Background: an optimization exercise with open tools, aiming at small area, a short achievable clock period and few clock cycles. Do not read the settings as production practice.
Function was checked by simulation only, so behaviour that the tests miss may differ from the original.
Power figures rest on the tool's default switching activity, not on a simulated workload.

==> cedar: inputs <==
Design energy_vad_endpoint_detector_core, start of the top module:
module energy_vad_endpoint_detector_core (
  input  logic        clk,
  input  logic        rst,
  input  logic        s_tvalid,
  output logic        s_tready,
  input  logic [15:0] s_tdata,
  input  logic [1:0]  s_tuser,
  input  logic        s_tlast,
  output logic        m_tvalid,
  input  logic        m_tready,
  output logic [7:0]  m_tdata,
  input  logic        cfg_we,
  input  logic [2:0]  cfg_index,
  input  logic [30:0] cfg_wdata
);
clock: 10.0 ns
lec_check: 0
abc_area: 1
cap_margin: 20
core_margin: 2
core_utilization: 55
place_density: 0.8
slew_margin: 20
standard.sh (not shown) runs the stock make flow with config.mk's settings and CLKGATE_MAP_FILE= SYNTH_SCRIPT=/design/flow/synth_recipe.tcl, a recipe that flattens the netlist after the stock synthesis.
==> flow/flow/run.sh <==
#!/bin/bash
# Layout flow: the standard ORFS flow, with two changes to how the layout
# is made (the clock period and constraints are unchanged):
#  - the timing repair after floorplan, clock-tree synthesis and global
#    routing aims for setup slack of REPAIR_MARGIN ns;
#  - every input and output port still gets its own buffer, but a plain
#    buf_1 (the repair resizes it where timing needs) instead of a delay cell.
# Each step's full output is in orfs/logs/; make's own output goes to
# flow_make.log here.
set -euo pipefail
REPAIR_MARGIN=7.0
bash standard.sh SETUP_SLACK_MARGIN=$REPAIR_MARGIN \
  "BUFFER_PORTS_ARGS=-buffer_cell sky130_fd_sc_hd__buf_1" finish > flow_make.log 2>&1
==> fjord (differences from cedar) <==
Settings changed: CORE_UTILIZATION 55 to 65, PLACE_DENSITY 0.8 to 0.75.
==> summary.txt <==
Cells and area
  – Number of fill cells: 3,085
  – Nets: 3,088

Placement
  – Place WS: 6080 ps
  – Dpl cell area: 21,900 sq um
  – Post-placement cell count: 3,159

Power and ir drop
  – Leakage power: 11.4 nW
  – Comb. pwr: 1.69 mW
  – Clock Power: 1.41 mW

Floorplan
  – Well Taps: 518

Timing
  – Max-slew headroom at the worst pin: 0.292
  – Post-Route Skew: 22.4 ps

Global route
  – Grt met1 use: 0.357
  – Met2 usage: 0.465
  – First-pass GRT wire length: 91,300 um

Critical path
  – FF-to-FF path depth: 11

Detailed routing
  – Final wirelength: 58,200 um
  – Via count: 18,500

Run status
  – Outcome: no timing/DRC/antenna violations
(the above is from cedar)
==> summary.txt <==
Global route
  – Grt met1 use: 0.465

Detailed routing
  – Via count: 17,900

Power and ir drop
  – Leakage power: 11.4 nW
  – Comb. pwr: 1.65 mW
  – Clock Power: 1.44 mW

Cells and area
  – Nets: 3,085
  – Number of fill cells: 2,495

Timing
  – Max-slew headroom at the worst pin: 0.294
  – Post-Route Skew: 11.9 ps

Run status
  – Outcome: no timing/DRC/antenna violations

Placement
  – Post-placement cell count: 3,083
(the above is from fjord)
Testbench counts of cedar, summed over its fixed seeds: cycles 160,139.
Testbench counts of fjord, summed over its fixed seeds: cycles 160,139.

---

==> run E <==
Another version of the RTL of energy_vad_endpoint_detector_core (not shown whole).
Design energy_vad_endpoint_detector_core, start of the top module:
module energy_vad_endpoint_detector_core (
  input  logic        clk,
  input  logic        rst,
  input  logic        s_tvalid,
  output logic        s_tready,
  input  logic [15:0] s_tdata,
  input  logic [1:0]  s_tuser,
  input  logic        s_tlast,
  output logic        m_tvalid,
  input  logic        m_tready,
  output logic [7:0]  m_tdata,
  input  logic        cfg_we,
  input  logic [2:0]  cfg_index,
  input  logic [30:0] cfg_wdata
);
==> flow/config.mk <==
export PLATFORM = sky130hd
export DESIGN_NAME = energy_vad_endpoint_detector_core
export DESIGN_NICKNAME = energy_vad_endpoint_detector_core
export VERILOG_FILES = /design/flow/design.v
export SDC_FILE = /design/flow/constraint.sdc
export NUM_CORES = 4
export LEC_CHECK = 0
export CAP_MARGIN = 20
export CORE_MARGIN = 2
export CORE_UTILIZATION = 40
export SLEW_MARGIN = 20
==> flow/constraint.sdc <==
create_clock -name core_clock -period 10.0 [get_ports {clk}]
set_input_delay 2.0000 -clock core_clock [delete_from_list [all_inputs] [get_ports {clk}]]
set_output_delay 2.0000 -clock core_clock [all_outputs]
set_load 0.01 [all_outputs]
==> flow/flow/run.sh <==
#!/bin/bash
# Layout flow: the standard ORFS flow, with the timing repair after
# clock-tree synthesis and global routing aiming for setup slack of
# REPAIR_MARGIN ns (the clock period and constraints are unchanged; only the
# repair target moves). Each step's full output is in orfs/logs/; make's own
# output goes to flow_make.log here.
set -euo pipefail
REPAIR_MARGIN=6.5
bash standard.sh SETUP_SLACK_MARGIN=$REPAIR_MARGIN finish > flow_make.log 2>&1
==> run X (differences from run E) <==
==> flow/run.sh (new file) <==
#!/bin/bash
# synth_recipe.tcl (not shown) runs the flow's synth.tcl, then flattens the netlist and writes it again
# the make line also repeats each setting of config.mk as NAME=value (left out here)
make -C /OpenROAD-flow-scripts/flow DESIGN_CONFIG=/design/flow/config.mk WORK_HOME=/design/flow/orfs CLKGATE_MAP_FILE= SYNTH_SCRIPT=/design/flow/synth_recipe.tcl finish
removed: flow/flow/run.sh
removed: flow/standard.sh
==> flow_summary_export.csv <==
group,metric,value,unit
outcome,status,"no timing/DRC/antenna violations",
place,gp_congestion,0.857,
layout,buffers,75,
timing,layout_min_cycle_time,4620,ps
place,dp.cells,3048,
layout,multi_input_area,13600,um2
drt,vias,16200,
worst_setup_path,crit_required,10280,ps
The numbers above come from run X.

==> flow_summary_export.csv <==
group,metric,value,unit
layout,buffers,92,
worst_setup_path,reg2reg_depth,12,
floorplanning,num_rows,85,
worst_setup_path,crit_required,10460,ps
drt,vias,16400,
layout,multi_input_area,13900,um2
worst_hold_path,worstHoldPathCells,0,
outcome,status,"no timing/DRC/antenna violations",
yosys,synth_area_per_cell,9.15,um2
place,gp_congestion,0.854,
place,dp.cells,3049,
clocking,cts_sinks,326,
yosys,synth.most_common_cell,"dfxtp_1",
timing,tightest_slew,1090,ps
timing,clock.fmax,0.283,GHz
floorplanning,dieArea,56400,um2
timing,layout_min_cycle_time,3530,ps
The numbers above come from run E.

Testbench counts of run E, summed over its fixed seeds: cycles 160,139.
Testbench counts of run X, summed over its fixed seeds: cycles 160,139.

---

==> inputs of run A <==
energy_vad_endpoint_detector_core, a different RTL version from the one above (not shown whole).
==> flow/config.mk <==
export PLATFORM = sky130hd
export DESIGN_NAME = energy_vad_endpoint_detector_core
export DESIGN_NICKNAME = energy_vad_endpoint_detector_core
export VERILOG_FILES = /design/flow/design.v
export SDC_FILE = /design/flow/constraint.sdc
export NUM_CORES = 4
export LEC_CHECK = 0
export CAP_MARGIN = 20
export CORE_MARGIN = 2
export CORE_UTILIZATION = 40
export SLEW_MARGIN = 20
==> flow/constraint.sdc <==
create_clock -name core_clock -period 10.0 [get_ports {clk}]
set_input_delay 2.0000 -clock core_clock [delete_from_list [all_inputs] [get_ports {clk}]]
set_output_delay 2.0000 -clock core_clock [all_outputs]
set_load 0.01 [all_outputs]
==> flow/flow/run.sh <==
#!/bin/bash
# Layout flow: the standard ORFS flow, with the timing repair after
# clock-tree synthesis and global routing aiming for setup slack of
# REPAIR_MARGIN ns (the clock period and constraints are unchanged; only the
# repair target moves). Each step's full output is in orfs/logs/; make's own
# output goes to flow_make.log here.
set -euo pipefail
REPAIR_MARGIN=7.0
bash standard.sh SETUP_SLACK_MARGIN=$REPAIR_MARGIN finish > flow_make.log 2>&1
==> run R (differences from run A) <==
--- a/flow/design.v
+++ b/flow/design.v
@@ -605,37 +605,33 @@
       end else if (!count[12]) begin
         acc_e <= sum_e;
         count <= count + 13'd1;
       end
     end
   end
   logic        turn_open, heard, ended;
   logic [15:0] speech_time, quiet_time;
-  logic [15:0] time_base;
+  logic [15:0] time_base, time_thr, time_other;
   logic [16:0] time_sum;
   logic [15:0] time_sat;
-  logic        ge_smin, ge_sil, ge_max_loud, ge_max_quiet;
+  logic        ge_thr, ge_max;
   logic        open_next, heard_next, ended_next;
   logic [15:0] speech_next, quiet_next;
   logic        endpoint, cause, forward;
   assign time_base  = level ? speech_time : quiet_time;
+  assign time_thr   = level ? speech_min : silence_end;
+  assign time_other = level ? 16'd0 : quiet_time;
   assign time_sum   = 17'(time_base) + 17'(tick);
   assign time_sat   = time_sum[16] ? 16'hFFFF : time_sum[15:0];
-  evad_ge2 u_ge_smin (
-    .a (speech_time), .t (tick), .c (speech_min), .ge (ge_smin)
+  evad_ge2 u_ge_thr (
+    .a (time_base), .t (tick), .c (time_thr), .ge (ge_thr)
   );
-  evad_ge2 u_ge_sil (
-    .a (quiet_time), .t (tick), .c (silence_end), .ge (ge_sil)
-  );
-  evad_ge2 u_ge_max_loud (
-    .a (speech_time), .t (tick), .c (max_utter), .ge (ge_max_loud)
-  );
-  evad_ge3 u_ge_max_quiet (
-    .a (speech_time), .b (quiet_time), .t (tick), .c (max_utter), .ge (ge_max_quiet)
+  evad_ge3 u_ge_max (
+    .a (speech_time), .b (time_other), .t (tick), .c (max_utter), .ge (ge_max)
   );
   always_comb begin
     open_next   = turn_open;
     heard_next  = heard;
     ended_next  = ended;
     speech_next = speech_time;
     quiet_next  = quiet_time;
     endpoint    = 1'b0;
@@ -643,32 +639,27 @@
     forward     = 1'b0;
     case (op1)
       OP_SAMPLE: forward = turn_open;
       OP_TICK: begin
         if (turn_open && !ended) begin
           if (level) begin
             speech_next = time_sat;
             quiet_next  = '0;
-            if (ge_smin) heard_next = 1'b1;
-            if (ge_max_loud) begin
-              ended_next = 1'b1;
-              endpoint   = 1'b1;
-              cause      = 1'b1;
-            end
+            if (ge_thr) heard_next = 1'b1;
           end else begin
             quiet_next = time_sat;
-            if (heard && ge_sil) begin
-              ended_next = 1'b1;
-              endpoint   = 1'b1;
-            end else if (ge_max_quiet) begin
-              ended_next = 1'b1;
-              endpoint   = 1'b1;
-              cause      = 1'b1;
-            end
+          end
+          if (!level && heard && ge_thr) begin
+            ended_next = 1'b1;
+            endpoint   = 1'b1;
+          end else if (ge_max) begin
+            ended_next = 1'b1;
+            endpoint   = 1'b1;
+            cause      = 1'b1;
           end
         end
       end
       OP_OPEN: begin
         speech_next = '0;
         quiet_next  = '0;
         heard_next  = 1'b0;
         ended_next  = 1'b0;
@@ -676,22 +667,23 @@
       end
       default: open_next = 1'b0;
     endcase
   end
   always_ff @(posedge clk) begin
     if (rst) begin
       turn_open   <= 1'b0;
       heard       <= 1'b0;
-      ended       <= 1'b0;
-      speech_time <= '0;
-      quiet_time  <= '0;
     end else if (v1) begin
       turn_open   <= open_next;
       heard       <= heard_next;
+    end
+  end
+  always_ff @(posedge clk) begin
+    if (v1) begin
       ended       <= ended_next;
       speech_time <= speech_next;
       quiet_time  <= quiet_next;
     end
   end
   logic [5:0] res;
   logic [5:0] ring [0:2];
   logic [1:0] wr_ptr, rd_ptr;
@@ -721,25 +713,34 @@
       rd_ptr   <= '0;
     end else begin
       if (out_free) m_tvalid <= have;
       qc <= qc + 2'(v1) - 2'(load);
       if (v1)   wr_ptr <= (wr_ptr == 2'd2) ? 2'd0 : wr_ptr + 2'd1;
       if (load) rd_ptr <= (rd_ptr == 2'd2) ? 2'd0 : rd_ptr + 2'd1;
     end
   end
-  assign inflight_next = inflight + 3'(accept) - 3'(take);
+  logic [2:0] inflight_inc, inflight_dec;
+  logic       credit_ok, hold_off;
+  assign inflight_inc  = inflight + 3'd1;
+  assign inflight_dec  = inflight - 3'd1;
+  assign inflight_next = (accept && !take) ? inflight_inc :
+                         (take && !accept) ? inflight_dec : inflight;
+  assign credit_ok = (inflight <= 3'd2)
+                  || ((inflight == 3'd3) && (!accept || take))
+                  || ((inflight == 3'd4) && take);
+  assign hold_off  = pass_a || pass_b || (tail && dirty)
+                  || (wr_lms && (tail || (count != '0)));
   always_ff @(posedge clk) begin
     if (rst) begin
       inflight <= '0;
       s_tready <= 1'b0;
     end else begin
       inflight <= inflight_next;
-      s_tready <= (inflight_next <= 3'd3) && !corr_start && !pass_a && !pass_b
-                  && !(tail && (dirty || wr_lms));
+      s_tready <= credit_ok && !hold_off;
     end
   end
 endmodule
 module evad_add #(
   parameter int W = 44
 ) (
   input  logic [W-1:0] a,
   input  logic [W-1:0] b,
@@ -822,21 +823,21 @@
   input  logic [15:0] c,
   output logic        ge
 );
   logic [17:0] x, y, nc, s1, k1, k1s, s2, k2;
   logic        co;
   assign x   = {2'b00, a};
   assign y   = {2'b00, b};
   assign nc  = ~{2'b00, c};
-  assign s1  = x ^ y ^ 18'(t);
-  assign k1  = (x & y) | (x & 18'(t)) | (y & 18'(t));
+  assign s1  = x ^ nc ^ 18'(t);
+  assign k1  = (x & nc) | (x & 18'(t)) | (nc & 18'(t));
   assign k1s = {k1[16:0], 1'b0};
-  assign s2  = s1 ^ k1s ^ nc;
-  assign k2  = (s1 & k1s) | (s1 & nc) | (k1s & nc);
+  assign s2  = s1 ^ k1s ^ y;
+  assign k2  = (s1 & k1s) | (s1 & y) | (k1s & y);
   evad_carry #(
     .W (18)
   ) u_carry (
     .a  (s2),
     .b  ({k2[16:0], 1'b1}),
     .co (co)
   );
   assign ge = co | k2[17];
==> flow/flow/run.sh (replaced) <==
#!/bin/bash
# Layout flow: the standard ORFS flow, with two changes to how the layout
# is made (the clock period and constraints are unchanged):
#  - the timing repair after floorplan, clock-tree synthesis and global
#    routing aims for setup slack of REPAIR_MARGIN ns;
#  - every input and output port still gets its own buffer, but a plain
#    buf_1 (the repair resizes it where timing needs) instead of a delay cell.
# Each step's full output is in orfs/logs/; make's own output goes to
# flow_make.log here.
set -euo pipefail
REPAIR_MARGIN=7.0
bash standard.sh SETUP_SLACK_MARGIN=$REPAIR_MARGIN \
  "BUFFER_PORTS_ARGS=-buffer_cell sky130_fd_sc_hd__buf_1" finish > flow_make.log 2>&1
Settings changed: ABC_AREA set to 1, CORE_UTILIZATION 40 to 75, PLACE_DENSITY set to 0.85.
==> qor summary <==
metric                                                                run R       run A
Area share of xor/xnor cells in the synthesized design               0.0190      0.0261
Crit Path Max Fanout                                                      5           3
Achievable clock frequency                                        0.325 GHz   0.289 GHz
Worst-case hold slack                                                328 ps      331 ps
Run status                                 no timing/DRC/antenna violations  no timing/DRC/antenna violations
Synthesized area divided by synthesized cell count                 7.92 µm²    9.09 µm²
Top metal layer carrying routed signals                                met5        met4
Sequential cell fraction of total power                               0.320       0.293
Register area                                                      7180 µm²    6900 µm²
R2R Setup Slk                                                       6930 ps     6540 ps
Required time at the worst-slack endpoint                          10420 ps    10290 ps
Seq/Total Area, Yosys                                                 0.327       0.310
Comb pwr                                                          0.00185 W   0.00237 W
Initial antenna violation count                                           2           0
Comb_multi_in                                                          1769        1691
Relative slew slack                                                   0.309       0.308
Number of cells on the worst reg-to-reg path                             13          11
Post-route fraction of the period consumed by the critical path       0.307       0.346
Seq/total area                                                        0.293       0.259
Met2 routing resource usage after global routing                      0.604       0.359
Number of DRC violations after detailed-routing iteration 0            2585        1184
Layout inverter count without the clock tree                            534         274
Tapcell count                                                           384         696
Cell Count Post-Placement                                              3087        3064
Total detailed-routing wirelength                                   61.7 mm     60.0 mm
Testbench counts of run A, summed over its fixed seeds: cycles 160,139.
Testbench counts of run R, summed over its fixed seeds: cycles 160,139.

re-timing with driven ports:
How much do the figures lean on ideal ports? The routed layouts below were timed once more, with nothing changed but the port constraints.
Step 1: set_driving_cell puts a clkbuf_16 on clk and a buf_2 on each other input, an assumption about the parent block.
Step 2 moves the port delays by t, midway between the first and last clock arrival at a register: inputs arrive t later, outputs are due t later. That takes back most of the time a late clock gives input paths.
Three values: ideal ports, drivers, drivers and shift; two values: the first two.
| run | t, ns | slack for setup (ns) | clock arrival spread, ns | worst register clock-pin slew, ns | pins driven straight from the clock port |
|---|---|---|---|---|---|
| cedar | 0.593 | 6.963 / 6.906 / 6.504 | 0.023 / 0.023 | 0.07 / 0.07 | 1 |
| fjord | 0.603 | 6.952 / 6.895 / 6.570 | 0.014 / 0.014 | 0.06 / 0.06 | 1 |
| run E | 0.617 | 6.466 / 6.466 / 5.991 | 0.033 / 0.033 | 0.06 / 0.06 | 1 |
| run X | 0.608 | 5.381 / 5.381 / 5.381 | 0.028 / 0.028 | 0.07 / 0.07 | 1 |
| run A | 0.619 | 6.542 / 6.542 / 6.235 | 0.024 / 0.024 | 0.07 / 0.07 | 1 |
| run R | 0.579 | 6.927 / 6.924 / 6.483 | 0.014 / 0.015 | 0.07 / 0.07 | 1 |
After both steps every run listed still meets setup and hold. The setup slack of run E, which loses most, moves by 0.000 ns with the drivers and by -0.475 ns with both steps.
